From an optimization exercise on the open Yosys and OpenROAD flow, aimed at small area and a short achievable clock period; shortcuts taken in it are not production practice.
At most, simulation tests tie the RTL to the original design; equivalence was not proved.
Power is estimated from default activity; no workload was simulated. No driver is modelled on the clock port, so clocking that relies on it looks cheaper here than on a real chip.

R:
==> flow/design.v <==
module mic_pdm_core #(
  parameter int CLK_DIV = 4,
  parameter int DECIM   = 128,
  parameter int FIFO_AW = 9
) (
  input  logic        clk,
  input  logic        reset,
  input  logic        cs,
  input  logic        read,
  input  logic        write,
  input  logic [4:0]  addr,
  input  logic [31:0] wr_data,
  output logic [31:0] rd_data,
  output logic        mic_clk,
  input  logic        mic_data,
  output logic        mic_lrsel
);
  localparam int W     = $clog2(DECIM + 1);
  localparam int BW    = $clog2(DECIM);
  localparam int DW    = $clog2(CLK_DIV);
  localparam int DEPTH = 2 ** FIFO_AW;
  localparam int CW    = FIFO_AW + 1;
  localparam int NTAP  = 32;
  localparam int TAPSP = DEPTH / NTAP;
  localparam int QAW   = 4;
  localparam int QD    = 2 ** QAW;
  localparam logic [DW-1:0] DIV_LAST = DW'(CLK_DIV - 1);
  localparam logic [BW-1:0] BIT_LAST = BW'(DECIM - 1);
  logic          en;
  logic          clk_q;
  logic [DW-1:0] div;
  logic          sync1;
  logic          sync2;
  logic [BW-1:0] bit_cnt;
  logic [W-1:0]  ones_cnt;
  logic               ovf;
  logic [CW-1:0]      count;
  logic               empty_q;   
  logic               full_q;    
  logic               c1_q, c2_q, c3_q;    
  logic [CW-1:0]      ahead;     
  logic               a_eq3, a_ge3;        
  logic               q_empty, q_full;     
  logic               at_tap;    
  logic [FIFO_AW-1:0] tidx;      
  logic [FIFO_AW-1:0] fpos;      
  logic [QAW:0]       qcnt;      
  logic [QAW-1:0]     qwp, qrp;
  logic [W-1:0]       qmem [QD];
  logic [FIFO_AW-1:0] ph;        
  logic [W-1:0]       tail_q;    
  logic [W-1:0]       h0_q;      
  logic [W-1:0]       h1_q;      
  logic [W-1:0]       ring [DEPTH];
  logic         sel_w;
  logic         pop_req;
  logic         ctl_wr;
  logic         clr_fifo;
  logic         clr_ovf;
  logic         wrap;
  logic         capture;
  logic         push;
  logic [W-1:0] sample;
  logic         do_pop;
  logic         do_push;
  logic         ovf_evt;
  logic [W-1:0] third;
  logic         ins;
  logic         fetch, deq, fadv;
  logic [W-1:0] fdata;
  logic         inc_c, dec_c, inc_a, dec_a, inc_q, dec_q;
  logic         unused;
  assign unused    = &{1'b0, read, addr[4:2], wr_data[31:3]};
  assign mic_lrsel = 1'b0;
  assign mic_clk   = clk_q;
  assign sel_w    = cs & write;
  assign pop_req  = sel_w & (addr[1:0] == 2'd2);
  assign ctl_wr   = sel_w & (addr[1:0] == 2'd3);
  assign clr_fifo = ctl_wr & wr_data[1];
  assign clr_ovf  = ctl_wr & wr_data[2];
  always_ff @(posedge clk or posedge reset) begin
    if (reset) begin
      en <= 1'b0;
    end else if (ctl_wr) begin
      en <= wr_data[0];
    end
  end
  assign wrap    = en && (div == DIV_LAST);
  assign capture = wrap && clk_q;
  always_ff @(posedge clk or posedge reset) begin
    if (reset) begin
      div   <= '0;
      clk_q <= 1'b0;
    end else if (!en) begin
      div   <= '0;
      clk_q <= 1'b0;
    end else begin
      div <= div + DW'(1);
      if (wrap) clk_q <= ~clk_q;
    end
  end
  always_ff @(posedge clk or posedge reset) begin
    if (reset) begin
      sync1 <= 1'b0;
      sync2 <= 1'b0;
    end else begin
      sync1 <= mic_data;
      sync2 <= sync1;
    end
  end
  assign push   = capture && (bit_cnt == BIT_LAST);
  assign sample = ones_cnt + W'(sync2);
  always_ff @(posedge clk or posedge reset) begin
    if (reset) begin
      bit_cnt  <= '0;
      ones_cnt <= '0;
    end else if (!en) begin
      bit_cnt  <= '0;
      ones_cnt <= '0;
    end else if (capture) begin
      bit_cnt <= bit_cnt + BW'(1);
      if (bit_cnt == BIT_LAST) begin
        ones_cnt <= '0;
      end else begin
        ones_cnt <= sample;
      end
    end
  end
  assign do_pop  = pop_req & ~empty_q;
  assign do_push = push & (~full_q | do_pop);
  assign ovf_evt = push & full_q & ~do_pop;
  assign inc_c = do_push & ~do_pop;
  assign dec_c = do_pop & ~do_push;
  always_ff @(posedge clk or posedge reset) begin
    if (reset) begin
      count   <= '0;
      empty_q <= 1'b1;
      full_q  <= 1'b0;
      c1_q    <= 1'b0;
      c2_q    <= 1'b0;
      c3_q    <= 1'b0;
    end else if (clr_fifo) begin
      count   <= '0;
      empty_q <= 1'b1;
      full_q  <= 1'b0;
      c1_q    <= 1'b0;
      c2_q    <= 1'b0;
      c3_q    <= 1'b0;
    end else if (inc_c) begin
      count   <= count + CW'(1);
      empty_q <= 1'b0;
      full_q  <= (count == CW'(DEPTH - 1));
      c1_q    <= empty_q;
      c2_q    <= c1_q;
      c3_q    <= c2_q;
    end else if (dec_c) begin
      count   <= count - CW'(1);
      empty_q <= c1_q;
      full_q  <= 1'b0;
      c1_q    <= c2_q;
      c2_q    <= c3_q;
      c3_q    <= (count == CW'(4));
    end
  end
  always_ff @(posedge clk or posedge reset) begin
    if (reset) begin
      tidx <= '1;
      ph   <= '0;
    end else if (clr_fifo) begin
      tidx <= '1;
      ph   <= '0;
    end else begin
      if (do_push) tidx <= tidx + FIFO_AW'(1);
      ph <= ph + FIFO_AW'(1);
    end
  end
  assign ins = (ph == tidx);
  always_ff @(posedge clk) begin
    ring[DEPTH-1] <= ins ? tail_q : ring[0];
    for (int p = 0; p < DEPTH - 1; p++) ring[p] <= ring[p+1];
  end
  always_ff @(posedge clk) begin
    if (do_push) tail_q <= sample;
  end
  assign fetch = a_ge3 & (a_eq3 | at_tap) & (~q_full | do_pop) & ~clr_fifo;
  assign deq   = do_pop & (~q_empty | fetch);
  assign fadv  = fetch | (do_pop & q_empty);
  assign fdata = a_eq3 ? tail_q : ring[TAPSP * fpos[8:4]];
  assign inc_a = do_push & ~fadv;
  assign dec_a = fadv & ~do_push;
  assign inc_q = fetch & ~deq;
  assign dec_q = deq & ~fetch;
  always_ff @(posedge clk) begin
    if (fetch) qmem[qwp] <= fdata;
  end
  always_ff @(posedge clk or posedge reset) begin
    if (reset) begin
      qwp    <= '0;
      qrp    <= '0;
      fpos   <= FIFO_AW'(2);
      at_tap <= 1'b0;
    end else if (clr_fifo) begin
      qwp    <= '0;
      qrp    <= '0;
      fpos   <= FIFO_AW'(2);
      at_tap <= 1'b0;
    end else begin
      if (fetch) qwp <= qwp + QAW'(1);
      if (deq)   qrp <= qrp + QAW'(1);
      if (!fadv) begin
        fpos   <= fpos - FIFO_AW'(1);
        at_tap <= (fpos[3:0] == 4'd1);
      end
    end
  end
  always_ff @(posedge clk or posedge reset) begin
    if (reset) begin
      qcnt    <= '0;
      q_empty <= 1'b1;
      q_full  <= 1'b0;
    end else if (clr_fifo) begin
      qcnt    <= '0;
      q_empty <= 1'b1;
      q_full  <= 1'b0;
    end else if (inc_q) begin
      qcnt    <= qcnt + (QAW+1)'(1);
      q_empty <= 1'b0;
      q_full  <= (qcnt == (QAW+1)'(QD - 1));
    end else if (dec_q) begin
      qcnt    <= qcnt - (QAW+1)'(1);
      q_empty <= (qcnt == (QAW+1)'(1));
      q_full  <= 1'b0;
    end
  end
  always_ff @(posedge clk or posedge reset) begin
    if (reset) begin
      ahead <= '0;
      a_eq3 <= 1'b0;
      a_ge3 <= 1'b0;
    end else if (clr_fifo) begin
      ahead <= '0;
      a_eq3 <= 1'b0;
      a_ge3 <= 1'b0;
    end else if (inc_a) begin
      ahead <= ahead + CW'(1);
      a_eq3 <= (ahead == CW'(2));
      a_ge3 <= a_ge3 | (ahead == CW'(2));
    end else if (dec_a) begin
      ahead <= ahead - CW'(1);
      a_eq3 <= (ahead == CW'(4));
      a_ge3 <= a_ge3 & ~a_eq3;
    end
  end
  assign third = c3_q ? tail_q : qmem[qrp];
  always_ff @(posedge clk or posedge reset) begin
    if (reset) begin
      h0_q <= '0;
    end else if (clr_fifo) begin
      h0_q <= '0;
    end else if (do_pop) begin
      if (c1_q) h0_q <= do_push ? sample : '0;
      else       h0_q <= h1_q;
    end else if (do_push && empty_q) begin
      h0_q <= sample;
    end
  end
  always_ff @(posedge clk) begin
    if (do_pop) begin
      h1_q <= (c2_q & do_push) ? sample : third;
    end else if (do_push && (empty_q | c1_q)) begin
      h1_q <= sample;
    end
  end
  always_ff @(posedge clk or posedge reset) begin
    if (reset) begin
      ovf <= 1'b0;
    end else if (ovf_evt) begin
      ovf <= 1'b1;
    end else if (clr_ovf) begin
      ovf <= 1'b0;
    end
  end
  always_comb begin
    rd_data = '0;
    unique case (addr[1:0])
      2'd0: rd_data[W-1:0] = h0_q;
      2'd1: begin
        rd_data[0]            = empty_q;
        rd_data[1]            = full_q;
        rd_data[2]            = ovf;
        rd_data[3]            = en;
        rd_data[8+FIFO_AW:8]  = count;
      end
      default: rd_data[0] = en;
    endcase
  end
endmodule
export LEC_CHECK = 0
export CAP_MARGIN = 20
export CORE_MARGIN = 2
export CORE_UTILIZATION = 55
export SETUP_SLACK_MARGIN = 4.1
export SLEW_MARGIN = 20
create_clock -name core_clock -period 7.5 [get_ports {clk}]
standard.sh (not shown) runs the stock make flow with config.mk's settings and CLKGATE_MAP_FILE= SYNTH_SCRIPT=/design/flow/synth_recipe.tcl, a recipe that flattens the netlist after the stock synthesis.
==> flow/flow/run.sh <==
#!/bin/bash
# Standard ORFS layout; only the clock tree synthesis arguments differ:
# larger sink clusters and no dummy loads.
set -euo pipefail
export CTS_ARGS="-sink_clustering_enable -repair_clock_nets -dont_use_dummy_load -sink_clustering_size 32 -sink_clustering_max_diameter 100"
bash standard.sh > standard.log 2>&1
Input-level comparison between P and R:
-- flow/design.v --
<<< R, line 21
  localparam int DEPTH = 2 ** FIFO_AW;
  localparam int CW    = FIFO_AW + 1;
  localparam int NTAP  = 32;
  localparam int TAPSP = DEPTH / NTAP;
  localparam int QAW   = 4;
  localparam int QD    = 2 ** QAW;
  localparam logic [DW-1:0] DIV_LAST = DW'(CLK_DIV - 1);
>>> P, line 21
  localparam int DEPTH = 2 ** FIFO_AW;
  localparam int CW    = FIFO_AW + 1;
  localparam int NTAP  = 64;
  localparam int TAPSP = DEPTH / NTAP;
  localparam int TB    = $clog2(TAPSP);
  localparam int QAW   = TB;
  localparam int QD    = 2 ** QAW;
  localparam logic [DW-1:0] DIV_LAST = DW'(CLK_DIV - 1);
<<< R, line 186
  assign deq   = do_pop & (~q_empty | fetch);
  assign fadv  = fetch | (do_pop & q_empty);
  assign fdata = a_eq3 ? tail_q : ring[TAPSP * fpos[8:4]];
  assign inc_a = do_push & ~fadv;
  assign dec_a = fadv & ~do_push;
>>> P, line 187
  assign deq   = do_pop & (~q_empty | fetch);
  assign fadv  = fetch | (do_pop & q_empty);
  assign fdata = a_eq3 ? tail_q : ring[TAPSP * fpos[FIFO_AW-1:TB]];
  assign inc_a = do_push & ~fadv;
  assign dec_a = fadv & ~do_push;
<<< R, line 210
      if (!fadv) begin
        fpos   <= fpos - FIFO_AW'(1);
        at_tap <= (fpos[3:0] == 4'd1);
      end
    end
>>> P, line 211
      if (!fadv) begin
        fpos   <= fpos - FIFO_AW'(1);
        at_tap <= (fpos[TB-1:0] == TB'(1));
      end
    end
Length of routed met2 wiring: P > R
P reports a lower antenna diode instance count than R does.
When P is measured against R, its power consumed by sequential cells turns out about 2% lower.
Share of cell area taken by flip-flops and latches in P vs R: down 0.80 points
From R to P the numbers moved as follows: clock-buffer cell count down about 1.3%, design area fell by 1.3%, setup slack has increased, global-route usage up 3.6 points, number of sequential cells down 67.
In the metrics for R and P, the one carrying the higher share of the clock period used by the worst path is R.
Going from R to P, share of power burned in the clock network grows by 0.7 points.
Looking at area of the core across R and P, the one that comes out lower is P.
Compared with R, pin count of the biggest net entering global routing in P increased by more than 10%.
Function not checked in P: the RTL went through the layout flow alone.

---

Another version of the RTL of mic_pdm_core (not shown whole).
For scale: about 3900 flip-flops, roughly 77 I/O pins, about 89000 um2 of cells after synthesis.
clock: 7.5 ns
lec_check: 0
abc_area: 1
cap_margin: 20
core_margin: 2
core_utilization: 70
setup_slack_margin: 4.1
slew_margin: 20
synth_hierarchical: 1
synth_minimum_keep_size: 0
==> flow/flow/run.sh <==
#!/bin/bash
# Standard ORFS layout with two changes:
#  - clock tree synthesis: larger sink clusters and no dummy loads;
#  - pin placement: the address pins and the read data pins are kept in one
#    group, so the combinational address-to-read-data paths stay short.
set -euo pipefail
export CTS_ARGS="-sink_clustering_enable -repair_clock_nets -dont_use_dummy_load -sink_clustering_size 30 -sink_clustering_max_diameter 60"
grp="addr[0] addr[1] cs write"
for i in $(seq 0 17); do grp="$grp rd_data[$i]"; done
export PLACE_PINS_ARGS="-group_pins {$grp}"
bash standard.sh > standard.log 2>&1
The starting point completed without violations.
Rerun with:
--- a/flow/design.v
+++ b/flow/design.v
@@ -9,22 +9,22 @@
   input  logic        read,
   input  logic        write,
   input  logic [4:0]  addr,
   input  logic [31:0] wr_data,
   output logic [31:0] rd_data,
   output logic        mic_clk,
   input  logic        mic_data,
   output logic        mic_lrsel
 );
   localparam int W     = $clog2(DECIM + 1);
-  localparam int BW    = $clog2(DECIM);
-  localparam int DW    = $clog2(CLK_DIV);
+  localparam int BW    = (DECIM > 1) ? $clog2(DECIM) : 1;
+  localparam int DW    = (CLK_DIV > 1) ? $clog2(CLK_DIV) : 1;
   localparam int DEPTH = 2 ** FIFO_AW;
   localparam int CW    = FIFO_AW + 1;
   localparam int GAW   = FIFO_AW - 2;          
   localparam int NG    = 2 ** GAW;             
   localparam int CODEW = 29;                   
   localparam int TB    = 3;                    
   localparam int NTAP  = NG >> TB;
   localparam int QG    = 3;                    
   localparam logic [DW-1:0] DIV_LAST = DW'(CLK_DIV - 1);
   localparam logic [BW-1:0] BIT_LAST = BW'(DECIM - 1);
@@ -128,22 +128,26 @@
   assign wrap    = en && (div == DIV_LAST);
   assign capture = wrap && clk_q;
   always_ff @(posedge clk or posedge reset) begin
     if (reset) begin
       div   <= '0;
       clk_q <= 1'b0;
     end else if (!en) begin
       div   <= '0;
       clk_q <= 1'b0;
     end else begin
-      div <= div + DW'(1);
-      if (wrap) clk_q <= ~clk_q;
+      if (wrap) begin
+        div   <= '0;
+        clk_q <= ~clk_q;
+      end else begin
+        div   <= div + DW'(1);
+      end
     end
   end
   always_ff @(posedge clk or posedge reset) begin
     if (reset) begin
       sync1 <= 1'b0;
       sync2 <= 1'b0;
     end else begin
       sync1 <= mic_data;
       sync2 <= sync1;
     end
@@ -151,24 +155,25 @@
   assign push   = capture && (bit_cnt == BIT_LAST);
   assign sample = ones_cnt + W'(sync2);
   always_ff @(posedge clk or posedge reset) begin
     if (reset) begin
       bit_cnt  <= '0;
       ones_cnt <= '0;
     end else if (!en) begin
       bit_cnt  <= '0;
       ones_cnt <= '0;
     end else if (capture) begin
-      bit_cnt <= bit_cnt + BW'(1);
       if (bit_cnt == BIT_LAST) begin
+        bit_cnt  <= '0;
         ones_cnt <= '0;
       end else begin
+        bit_cnt  <= bit_cnt + BW'(1);
         ones_cnt <= sample;
       end
     end
   end
   assign do_pop  = pop_req & ~empty_q;
   assign do_push = push & (~full_q | do_pop);
   assign ovf_evt = push & full_q & ~do_pop;
   assign inc_c = do_push & ~do_pop;
   assign dec_c = do_pop & ~do_push;
   always_ff @(posedge clk or posedge reset) begin
Final area stays flat.
Count of clock-buffer cells in the layout went up by 1.
Routed wire length went up slightly.
Register-to-register slack is better by 0.02 ns.
Global-route usage went up by 0.43 points.
Critical path depth stays the same.
Via count went up slightly.
Total power went up slightly.

---

Setup of v6:
mic_pdm_core again, from the RTL that the note above started with.
## mic_pdm_core
module mic_pdm_core #(
  parameter int CLK_DIV = 4,
  parameter int DECIM   = 128,
  parameter int FIFO_AW = 9
) (
  input  logic        clk,
  input  logic        reset,
  input  logic        cs,
  input  logic        read,
  input  logic        write,
  input  logic [4:0]  addr,
  input  logic [31:0] wr_data,
  output logic [31:0] rd_data,
  output logic        mic_clk,
  input  logic        mic_data,
  output logic        mic_lrsel
);
Settings: LEC_CHECK=0, CAP_MARGIN=20, CORE_MARGIN=2, CORE_UTILIZATION=70, SETUP_SLACK_MARGIN=4.1, SLEW_MARGIN=20, SYNTH_HIERARCHICAL=1, SYNTH_MINIMUM_KEEP_SIZE=0; clock period 7.5 ns.
==> flow/flow/run.sh <==
#!/bin/bash
# Standard ORFS layout; only the clock tree synthesis arguments differ:
# larger sink clusters and no dummy loads.
set -euo pipefail
export CTS_ARGS="-sink_clustering_enable -repair_clock_nets -dont_use_dummy_load -sink_clustering_size 30 -sink_clustering_max_diameter 60"
bash standard.sh > standard.log 2>&1
v6 went all the way through synthesis, placement and routing and the layout is clean on timing, DRC and antenna.
Input changes introduced in v7 (baseline for comparison: v6):
diff --git a/flow/design.v b/flow/design.v
--- a/flow/design.v
+++ b/flow/design.v
@@ -35,20 +35,21 @@
   logic          sync2;
   logic [BW-1:0] bit_cnt;
   logic [W-1:0]  ones_cnt;
   logic               ovf;
   logic [CW-1:0]      count;
   logic               empty_q;   
   logic               full_q;    
-  logic               c1_q;      
+  logic               c1_q, c2_q, c3_q;    
   logic [FIFO_AW-1:0] tidx;      
   logic [FIFO_AW-1:0] xidx;      
   logic [GAW-1:0]     ph;        
   logic [W-1:0]       stage_q [4];         
   logic [W-1:0]       h0_q;      
+  logic [W-1:0]       h1_q;      
   logic [CODEW-1:0]   ring [NG];
   logic [CODEW-1:0]   gq [QG];   
   logic [1:0]         gwp, grp;  
   logic [1:0]         gcnt;      
   logic               g_empty, g_full;
   logic [GAW-1:0]     fpos;      
   logic               at_tap;    
@@ -72,15 +73,15 @@
   logic         ins;
   logic [CODEW-1:0] stage_code;
   logic [CODEW-1:0] tap_code;
   logic         fetch_ring, fetch_stage, fetch;
   logic         xcross, deq, fadv;
   logic         inc_na, dec_na, inc_g, dec_g;
   logic [W-1:0] qval;
-  logic [W-1:0] second;
+  logic [W-1:0] third;
   logic         unused;
   function automatic logic [CODEW-1:0] enc(input logic [W-1:0] v0, input logic [W-1:0] v1,
                                            input logic [W-1:0] v2, input logic [W-1:0] v3);
     logic [3:0] m;
     logic       any;
     logic       mv1, mv2, mv3;
     m   = {v3[7], v2[7], v1[7], v0[7]};
@@ -173,41 +174,49 @@
   assign dec_c = do_pop & ~do_push;
   always_ff @(posedge clk or posedge reset) begin
     if (reset) begin
       count   <= '0;
       empty_q <= 1'b1;
       full_q  <= 1'b0;
       c1_q    <= 1'b0;
+      c2_q    <= 1'b0;
+      c3_q    <= 1'b0;
     end else if (clr_fifo) begin
       count   <= '0;
       empty_q <= 1'b1;
       full_q  <= 1'b0;
       c1_q    <= 1'b0;
+      c2_q    <= 1'b0;
+      c3_q    <= 1'b0;
     end else if (inc_c) begin
       count   <= count + CW'(1);
       empty_q <= 1'b0;
       full_q  <= (count == CW'(DEPTH - 1));
       c1_q    <= empty_q;
+      c2_q    <= c1_q;
+      c3_q    <= c2_q;
     end else if (dec_c) begin
       count   <= count - CW'(1);
       empty_q <= c1_q;
       full_q  <= 1'b0;
-      c1_q    <= (count == CW'(2));
+      c1_q    <= c2_q;
+      c2_q    <= c3_q;
+      c3_q    <= (count == CW'(4));
     end
   end
   assign complete = (tidx[1:0] == 2'd3);
   assign newgrp   = do_push & complete;
   always_ff @(posedge clk or posedge reset) begin
     if (reset) begin
       tidx <= '1;
-      xidx <= FIFO_AW'(1);
+      xidx <= FIFO_AW'(2);
       ph   <= '0;
     end else if (clr_fifo) begin
       tidx <= '1;
-      xidx <= FIFO_AW'(1);
+      xidx <= FIFO_AW'(2);
       ph   <= '0;
     end else begin
       if (do_push) tidx <= tidx + FIFO_AW'(1);
       if (do_pop)  xidx <= xidx + FIFO_AW'(1);
       ph <= ph + GAW'(1);
     end
   end
@@ -290,28 +299,35 @@
       na_ge2 <= na_ge2 | na_eq1;
     end else if (dec_na) begin
       na     <= na - (GAW+1)'(1);
       na_eq1 <= (na == (GAW+1)'(2));
       na_ge2 <= na_ge2 & (na != (GAW+1)'(2));
     end
   end
-  assign qval   = dec(gq[grp], xidx[1:0]);
-  assign second = g_empty ? stage_q[xidx[1:0]] : qval;
+  assign qval  = dec(gq[grp], xidx[1:0]);
+  assign third = g_empty ? stage_q[xidx[1:0]] : qval;
   always_ff @(posedge clk or posedge reset) begin
     if (reset) begin
       h0_q <= '0;
     end else if (clr_fifo) begin
       h0_q <= '0;
     end else if (do_pop) begin
       if (c1_q) h0_q <= do_push ? sample : '0;
-      else      h0_q <= second;
+      else      h0_q <= h1_q;
     end else if (do_push && empty_q) begin
       h0_q <= sample;
     end
   end
+  always_ff @(posedge clk) begin
+    if (do_pop) begin
+      h1_q <= (c2_q & do_push) ? sample : third;
+    end else if (do_push && (empty_q | c1_q)) begin
+      h1_q <= sample;
+    end
+  end
   always_ff @(posedge clk or posedge reset) begin
     if (reset) begin
       ovf <= 1'b0;
     end else if (ovf_evt) begin
       ovf <= 1'b1;
     end else if (clr_ovf) begin
       ovf <= 1'b0;
Notes after the runs:
v7 vs. v6: power went down by 560 uW. v7 vs v6 — clock-buffer cell count dropped slightly. Going from v6 to v7, sequential share of layout area up 0.25 points; combined area of all synthesized cells roughly the same. Die area of v6 is on par with v7. Combinational power, v7 vs v6: down by more than 10%. Post-synthesis cell count up 16 in v7 wrt v6.

what the ideal ports hide:
In the flow no input, the clock included, has a driving cell. The finished layouts below were timed again as built, in two steps.
Step 1: set_driving_cell puts a clkbuf_16 on clk and a buf_2 on each other input, an assumption about the parent block.
Step 2 times the ports against the registers' clock, not the clock port: input delays grow and output delays shrink by t, the midpoint of the rising clock arrivals with the driver on.
Three values: ideal, step 1, step 2; two values: the first two.
| run | t (ns) | setup WS [ns] | clock arrival spread, ns | worst register clock-pin slew, ns | worst data-port slew with drivers (ns) |
|---|---|---|---|---|---|
| R | 0.855 | 3.832 / 3.712 / 3.306 | 0.085 / 0.085 | 0.12 / 0.12 | 0.15 |
| P | 0.879 | 3.883 / 3.834 / 3.121 | 0.092 / 0.091 | 0.12 / 0.12 | 0.13 |
| the first run of note 2 | 0.835 | 4.044 / 3.859 / 3.359 | 0.089 / 0.090 | 0.11 / 0.11 | 0.21 |
| the second run of note 2 | 0.847 | 4.020 / 3.821 / 3.482 | 0.091 / 0.091 | 0.11 / 0.11 | 0.23 |
| v6 | 0.853 | 3.972 / 3.737 / 3.200 | 0.092 / 0.092 | 0.12 / 0.12 | 0.24 |
| v7 | 0.843 | 3.982 / 3.776 / 3.213 | 0.086 / 0.087 | 0.11 / 0.11 | 0.26 |
After both steps setup and hold are still met in every run listed. For v6, which loses most, drivers alone change the setup slack by -0.235 ns; drivers and shift together by -0.772 ns.
